Background: an optimization exercise with open tools, aiming at small area, a short achievable clock period and few clock cycles. Do not read the settings as production practice.
The RTL was checked by simulation tests, not by an equivalence proof against the original design.

== the reference run ==
## userchoice_dual_scramble_hash_core
module userchoice_dual_scramble_hash_core (
  input  wire                              clk_i,
  input  wire                              rst_ni,
  input  wire                              in_valid_i,
  output logic                             in_stall_o,
  input  wire  [ucdsh_pkg::WordW-1:0]      in_data_i,
  input  wire                              in_last_i,
  output logic                             out_valid_o,
  input  wire                              out_stall_i,
  output logic [ucdsh_pkg::WordW-1:0]      out_hash_first_o,
  output logic [ucdsh_pkg::WordW-1:0]      out_hash_second_o,
  output logic                             out_hash_valid_o,
  input  wire                              cfg_we_i,
  input  wire  [ucdsh_pkg::CfgIdxW-1:0]    cfg_idx_i,
  input  wire  [ucdsh_pkg::WordW-1:0]      cfg_wdata_i
);
clock: 14.0 ns
lec_check: 0
abc_area: 1
cap_margin: 20
core_margin: 2
core_utilization: 40
setup_slack_margin: 5
slew_margin: 20
standard.sh (not shown) runs the stock make flow with config.mk's settings and CLKGATE_MAP_FILE= SYNTH_SCRIPT=/design/flow/synth_recipe.tcl, a recipe that flattens the netlist after the stock synthesis.
==> flow/flow/run.sh <==
#!/bin/bash
set -euo pipefail
bash standard.sh SETUP_SLACK_MARGIN=7 finish > flow.log 2>&1
Testbench counts of the reference run, summed over its fixed seeds: cycles 14,117.
#### Input delta (the trial run over the reference run)
diff --git a/flow/design.v b/flow/design.v
--- a/flow/design.v
+++ b/flow/design.v
@@ -1939,21 +1939,21 @@
     sc_p_q <= t_d[1] || t_d[3];
     sc_h_q <= t_d[4];
     if (run) ha_q <= a_y;
     if (run) begin
       if (fresh || t_q[0] || t_q[2]) pb_q <= b_y;
       else                           hb_q <= b_y;
     end
-    if (fresh) begin
+    if (fresh || zero_msg) begin
       tot_a_q <= '0;
       tot_b_q <= '0;
     end else begin
       tot_a_q <= tot_a_eff;
       tot_b_q <= tot_b_eff;
     end
   end
   assign out_valid_o       = emit_q;
   assign out_hash_first_o  = (ha_q ^ hb_q) & {W{ohv_q}};
-  assign out_hash_second_o = (tot_a_eff ^ tot_b_eff) & {W{ohv_q}};
+  assign out_hash_second_o = tot_a_eff ^ tot_b_eff;
   assign out_hash_valid_o  = ohv_q;
 endmodule
 `default_nettype wire
[summary]
When the final numbers for the reference run and the trial run were put side by side, the proportion of layout cells with a drive suffix above 1 turned out to be greater in the reference run.
Where worst setup margin is concerned, the reference run is outperformed by the trial run.
Between the reference run and the trial run, the difference in buffer share of cell area is negligible.
Max total standard cell area after synthesis across the reference run and the trial run: the reference run
Clock period minus final worst setup slack improves in the trial run relative to the reference run.
On number of cells after detailed placement, the reference run and the trial run are neck and neck.
Per the comparison of the trial run with the reference run, count of distinct cell types in the synthesized netlist down about 15%; wire length flat; cell count of the worst hold path flat; clock edge transition at the registers on the reported setup and hold paths flat.
On post-synthesis net count, the reference run and the trial run are basically level.
Taking the reference run as the reference, in the trial run sink count of the clock tree did not really move.
Testbench counts of the trial run, summed over its fixed seeds: cycles 14,117.

userchoice_dual_scramble_hash_core, a different RTL version from the one above (not shown whole).
Size: ~5,500 cells after synthesis, about 43,000 µm² of cells after synthesis.
export LEC_CHECK = 0
export ABC_AREA = 1
export CAP_MARGIN = 20
export CORE_MARGIN = 2
export CORE_UTILIZATION = 40
export SETUP_SLACK_MARGIN = 5
export SLEW_MARGIN = 20
create_clock -name core_clock -period 14.0 [get_ports {clk_i}]
Scripts as last shown in full above: flow/flow/run.sh
Testbench counts at the start, summed over its fixed seeds: cycles 14,117.
Edit:
--- a/flow/design.v
+++ b/flow/design.v
@@ -1818,49 +1818,54 @@
                           KA10 = booth(ucdsh_pkg::ScrA1_0), KA11 = booth(ucdsh_pkg::ScrA1_1),
                           KA12 = booth(ucdsh_pkg::ScrA1_2), KA13 = booth(ucdsh_pkg::ScrA1_3);
   localparam logic [47:0] KB00 = booth(ucdsh_pkg::ScrB0_0), KB01 = booth(ucdsh_pkg::ScrB0_1),
                           KB02 = booth(ucdsh_pkg::ScrB0_2), KB03 = booth(ucdsh_pkg::ScrB0_3),
                           KB10 = booth(ucdsh_pkg::ScrB1_0), KB11 = booth(ucdsh_pkg::ScrB1_1),
                           KB12 = booth(ucdsh_pkg::ScrB1_2), KB13 = booth(ucdsh_pkg::ScrB1_3);
-  logic [47:0] k_seed, ka, kb;
-  logic [4:0]  tp0, tp1;
-  assign k_seed = booth((pos_q ? seed_o_q : seed_e_q) | 32'd1);
-  assign tp0    = t_q & {5{!pos_q}};
-  assign tp1    = t_q & {5{pos_q}};
-  assign ka = ({48{idle_q | t_q[0]}} & k_seed) |
-              ({48{tp0[1]}} & KA00) | ({48{tp0[2]}} & KA01) |
-              ({48{tp0[3]}} & KA02) | ({48{tp0[4]}} & KA03) |
-              ({48{tp1[1]}} & KA10) | ({48{tp1[2]}} & KA11) |
-              ({48{tp1[3]}} & KA12) | ({48{tp1[4]}} & KA13);
-  assign kb = ({48{t_q[1]}} & k_seed) |
-              ({48{idle_q | tp0[0]}} & KB00) | ({48{tp0[2]}} & KB01) |
-              ({48{tp0[3]}} & KB02) | ({48{tp0[4]}} & KB03) |
-              ({48{tp1[0]}} & KB10) | ({48{tp1[2]}} & KB11) |
-              ({48{tp1[3]}} & KB12) | ({48{tp1[4]}} & KB13);
+  logic [9:0]  ksa_d, ksb_d;
+  logic [4:0]  tn0, tn1;
+  logic [47:0] k_se, k_so, ka_d, kb_d;
+  logic [47:0] ka_q, kb_q;
+  assign tn0   = t_d & {5{!pos_d}};
+  assign tn1   = t_d & {5{pos_d}};
+  assign ksa_d = {tn1[4:1], tn0[4:1], tn1[0], idle_d | tn0[0]};
+  assign ksb_d = {tn1[4:2], tn1[0], tn0[4:2], idle_d | tn0[0], tn1[1], tn0[1]};
+  assign k_se  = booth(seed_e_q | 32'd1);
+  assign k_so  = booth(seed_o_q | 32'd1);
+  assign ka_d = ({48{ksa_d[0]}} & k_se) | ({48{ksa_d[1]}} & k_so) |
+                ({48{ksa_d[2]}} & KA00) | ({48{ksa_d[3]}} & KA01) |
+                ({48{ksa_d[4]}} & KA02) | ({48{ksa_d[5]}} & KA03) |
+                ({48{ksa_d[6]}} & KA10) | ({48{ksa_d[7]}} & KA11) |
+                ({48{ksa_d[8]}} & KA12) | ({48{ksa_d[9]}} & KA13);
+  assign kb_d = ({48{ksb_d[0]}} & k_se) | ({48{ksb_d[1]}} & k_so) |
+                ({48{ksb_d[2]}} & KB00) | ({48{ksb_d[3]}} & KB01) |
+                ({48{ksb_d[4]}} & KB02) | ({48{ksb_d[5]}} & KB03) |
+                ({48{ksb_d[6]}} & KB10) | ({48{ksb_d[7]}} & KB11) |
+                ({48{ksb_d[8]}} & KB12) | ({48{ksb_d[9]}} & KB13);
   logic [W-1:0] fold_w;
   logic [W-1:0] a_op, a_y;
   logic [W-1:0] b_op, b_add, b_y;
   assign fold_w = fold ? q_w0 : '0;
   assign a_op  = ({W{sa_w_q}} & q_w0) | ({W{sa_h_q}} & ha_q) |
                  ({W{sa_s_q}} & swap(ha_q));
   assign b_op  = ({W{sb_w_q}} & swap(q_w0)) | ({W{sb_q_q}} & q_w0) | ({W{sb_h_q}} & hb_q) |
                  ({W{sb_r_q}} & {16'd0, hb_q[31:16]}) | ({W{sb_s_q}} & swap(hb_q));
   assign b_add = ({W{sc_p_q}} & pb_q) | ({W{sc_h_q}} & hb_q);
   ucdsh_mac1 u_mac_a (
     .a_i   (a_op),
-    .one_i (ka[15:0]),
-    .two_i (ka[31:16]),
-    .neg_i (ka[47:32]),
+    .one_i (ka_q[15:0]),
+    .two_i (ka_q[31:16]),
+    .neg_i (ka_q[47:32]),
     .c0_i  (fold_w),
     .y_o   (a_y)
   );
   ucdsh_mac2 u_mac_b (
     .a_i   (b_op),
-    .one_i (kb[15:0]),
-    .two_i (kb[31:16]),
-    .neg_i (kb[47:32]),
+    .one_i (kb_q[15:0]),
+    .two_i (kb_q[31:16]),
+    .neg_i (kb_q[47:32]),
     .c0_i  (b_add),
     .c1_i  (fold_w),
     .y_o   (b_y)
   );
   logic [W-1:0] tot_a_eff, tot_b_eff, ta_op, tb_op;
   logic [W:0]   ta_sum, tb_sum;
@@ -1919,12 +1924,14 @@
     end
   end
   always_ff @(posedge clk_i) begin
     if (take) begin
       q_w0 <= in_data_i; q_l0 <= in_last_i; q_n0 <= new_ns;
     end
+    ka_q   <= ka_d;
+    kb_q   <= kb_d;
     sa_w_q <= idle_d;
     sa_h_q <= !idle_d && t_d[0];
     sa_s_q <= |t_d[4:1];
     sb_w_q <= idle_d;
     sb_q_q <= fresh;
     sb_h_q <= (t_d[1] && !fresh) || t_d[3];
@@ -1934,20 +1941,20 @@
     sc_h_q <= t_d[4];
     if (run) ha_q <= a_y;
     if (run) begin
       if (fresh || t_q[0] || t_q[2]) pb_q <= b_y;
       else                           hb_q <= b_y;
     end
-    if (fresh) begin
+    if (fresh || zero_msg) begin
       tot_a_q <= '0;
       tot_b_q <= '0;
     end else begin
       tot_a_q <= tot_a_eff;
       tot_b_q <= tot_b_eff;
     end
   end
   assign out_valid_o       = emit_q;
   assign out_hash_first_o  = (ha_q ^ hb_q) & {W{ohv_q}};
-  assign out_hash_second_o = (tot_a_eff ^ tot_b_eff) & {W{ohv_q}};
+  assign out_hash_second_o = tot_a_eff ^ tot_b_eff;
   assign out_hash_valid_o  = ohv_q;
 endmodule
 `default_nettype wire
Via count goes up slightly. Non-clock buffer count shrinks by 137. Design area hardly moves. Hold slack gains 0.021 ns. First-iteration DRC count rose by a few percent. Die area went up by a few percent. Clock-buffer cell count rose by 6. Routed wire length came out higher by a few percent.
Testbench counts after the change, summed over its fixed seeds: cycles 14,117.

Another version of the RTL of userchoice_dual_scramble_hash_core (not shown whole).
Size: roughly 5300 cells after synthesis, ~48000 um^2 of cells after synthesis.
// userchoice_dual_scramble_hash_core
module userchoice_dual_scramble_hash_core (
  input  wire                              clk_i,
  input  wire                              rst_ni,
  input  wire                              in_valid_i,
  output logic                             in_stall_o,
  input  wire  [ucdsh_pkg::WordW-1:0]      in_data_i,
  input  wire                              in_last_i,
  output logic                             out_valid_o,
  input  wire                              out_stall_i,
  output logic [ucdsh_pkg::WordW-1:0]      out_hash_first_o,
  output logic [ucdsh_pkg::WordW-1:0]      out_hash_second_o,
  output logic                             out_hash_valid_o,
  input  wire                              cfg_we_i,
  input  wire  [ucdsh_pkg::CfgIdxW-1:0]    cfg_idx_i,
  input  wire  [ucdsh_pkg::WordW-1:0]      cfg_wdata_i
);
export LEC_CHECK = 0
export ABC_CLOCK_PERIOD_IN_PS = 4000
export CAP_MARGIN = 20
export CORE_MARGIN = 2
export CORE_UTILIZATION = 40
export SETUP_SLACK_MARGIN = 5
export SLEW_MARGIN = 20
create_clock -name core_clock -period 14.0 [get_ports {clk_i}]
==> flow/flow/run.sh <==
#!/bin/bash
set -euo pipefail
bash standard.sh SETUP_SLACK_MARGIN=8 finish > flow.log 2>&1
Testbench counts at the start, summed over its fixed seeds: cycles 14,042.
Edit:
--- a/flow/design.v
+++ b/flow/design.v
@@ -1773,28 +1773,30 @@
   logic [W-1:0] q_w0, q_w1;
   logic         q_l0, q_l1, q_n0, q_n1;
   logic         par_q, partial_q;
   logic         idle_q, pos_q;
   logic [4:0]   t_q;
   logic         mlast_q, acc_q, fold_q, emit_q;
   logic [W-1:0] ha_q, hb_q, pb_q, tot_a_q, tot_b_q;
   logic [47:0]  ka_q, kb_q;
-  logic         ohv_q;
-  logic out_free, zero_msg, fresh;
+  logic         ov_q, ohv_q;
+  logic [W-1:0] of_q, os_q;
+  logic out_free, emit_now, zero_emit, fresh;
   logic adv4, end9, fold, pop, run;
   logic idle_d, pos_d;
   logic [4:0] t_d;
-  assign out_free  = !emit_q || !out_stall_i;
-  assign zero_msg  = idle_q && out_free && q_v[0] && q_l0;
-  assign fresh     = idle_q && out_free && q_v[0] && !q_l0;
+  assign out_free  = !ov_q || !out_stall_i;
+  assign emit_now  = idle_q && emit_q && out_free;
+  assign zero_emit = idle_q && !emit_q && out_free && q_v[0] && q_l0;
+  assign fresh     = idle_q && (!emit_q || out_free) && q_v[0] && !q_l0;
   assign adv4 = t_q[4] && (pos_q ? (mlast_q || q_v[0]) : q_v[0]);
   assign end9 = t_q[4] && pos_q && (mlast_q || (q_v[0] && q_l0));
   assign fold = t_q[4] && q_v[0] && (!pos_q || (!mlast_q && !q_l0));
-  assign pop  = fresh || zero_msg || fold_q || (end9 && !mlast_q);
+  assign pop  = fresh || zero_emit || fold_q || (end9 && !mlast_q);
   assign run  = fresh || (!idle_q && (!t_q[4] || adv4));
   always_comb begin
     idle_d = idle_q;
     pos_d  = pos_q;
     t_d    = t_q;
     if (fresh) begin
       idle_d = 1'b0;
       pos_d  = 1'b0;
@@ -1878,17 +1880,17 @@
       partial_q <= 1'b0;
       idle_q    <= 1'b1;
       pos_q     <= 1'b0;
       t_q       <= '0;
       mlast_q   <= 1'b0;
       acc_q     <= 1'b0;
       fold_q    <= 1'b0;
       emit_q    <= 1'b0;
-      ohv_q     <= 1'b0;
+      ov_q      <= 1'b0;
     end else begin
       if (cfg_we_i && cfg_idx_i == 1'b0) seed_e_q <= cfg_wdata_i;
       if (cfg_we_i && cfg_idx_i == 1'b1) seed_o_q <= cfg_wdata_i;
       if (pop) begin
         q_v <= {1'b0, q_v[1]};
         if (take) begin
           if (q_v[1]) q_v <= 2'b11;
           else        q_v <= 2'b01;
@@ -1903,22 +1905,19 @@
       end
       idle_q <= idle_d;
       pos_q  <= pos_d;
       t_q    <= t_d;
       if (fresh) mlast_q <= 1'b0;
       else if (t_q[4] && !pos_q && q_v[0]) mlast_q <= q_l0;
       acc_q  <= adv4;
       fold_q <= fold;
-      if (end9 || zero_msg) begin
-        emit_q <= 1'b1;
-        ohv_q  <= end9;
-      end else if (!out_stall_i) begin
-        emit_q <= 1'b0;
-      end
+      if (end9)          emit_q <= 1'b1;
+      else if (emit_now) emit_q <= 1'b0;
+      ov_q <= emit_now || zero_emit || (ov_q && out_stall_i);
     end
   end
   always_ff @(posedge clk_i) begin
     if (pop) begin
       q_w0 <= q_w1; q_l0 <= q_l1; q_n0 <= q_n1;
       if (take && !q_v[1]) begin
         q_w0 <= in_data_i; q_l0 <= in_last_i; q_n0 <= new_ns;
       end
@@ -1947,15 +1946,24 @@
     end
     if (fresh) begin
       tot_a_q <= '0;
       tot_b_q <= '0;
     end else begin
       tot_a_q <= tot_a_eff;
       tot_b_q <= tot_b_eff;
     end
+    if (emit_now) begin
+      of_q  <= ha_q ^ hb_q;
+      os_q  <= tot_a_eff ^ tot_b_eff;
+      ohv_q <= 1'b1;
+    end else if (zero_emit) begin
+      of_q  <= '0;
+      os_q  <= '0;
+      ohv_q <= 1'b0;
+    end
   end
-  assign out_valid_o       = emit_q;
-  assign out_hash_first_o  = (ha_q ^ hb_q) & {W{ohv_q}};
-  assign out_hash_second_o = (tot_a_eff ^ tot_b_eff) & {W{ohv_q}};
+  assign out_valid_o       = ov_q;
+  assign out_hash_first_o  = of_q;
+  assign out_hash_second_o = os_q;
   assign out_hash_valid_o  = ohv_q;
 endmodule
 `default_nettype wire
Outcome: The new run went through all stages and came out clean. Register-to-register slack is worse by 0.097 ns. Die area climbs by 5.1%. Global-route usage drops by 1.3 points. Critical path depth climbs by 2. Area after synthesis climbs by 5.2%. First-iteration DRC count climbs by 9.2%. Design area climbs by 1.3%. Setup slack is better by 0.71 ns. Synthesized cell count climbs by 1.9%. Via count climbs by 1.4%. Clock skew climbs by 0.0075 ns. Core utilization drops by 1.8 points.
Testbench counts after the change, summed over its fixed seeds: cycles 14,117.

==> what the ideal ports hide <==
The flow's constraints put no driver on any port. The routed layouts listed below were extracted and timed again, unchanged, in two steps.
Step 1: set_driving_cell puts a clkbuf_16 on clk_i and a buf_2 on each other input, an assumption about the parent block.
Step 2 times the ports against the registers' clock, not the clock port: input delays grow and output delays shrink by t, the midpoint of the rising clock arrivals with the driver on.
a / b / c = ideal / step 1 / step 2; a / b = the first two.
run	shift t [ns]	setup WS [ns]	hold WS [ns]	worst slew at a driven data input, ns
the reference run	0.678	6.929 / 6.849 / 7.156	0.346 / 0.346 / 0.346	0.06
the trial run	0.665	7.033 / 7.022 / 7.033	0.354 / 0.354 / 0.354	0.05
the first run of note 2	0.658	6.951 / 6.880 / 6.967	0.332 / 0.332 / 0.332	0.10
the second run of note 2	0.723	6.808 / 6.734 / 7.157	0.352 / 0.352 / 0.352	0.06
the first run of note 3	0.735	6.043 / 5.970 / 6.705	0.493 / 0.493 / 0.493	0.06
the second run of note 3	0.746	6.753 / 6.753 / 6.753	0.451 / 0.451 / 0.451	0.10
After both steps setup and hold are still met in every run listed.
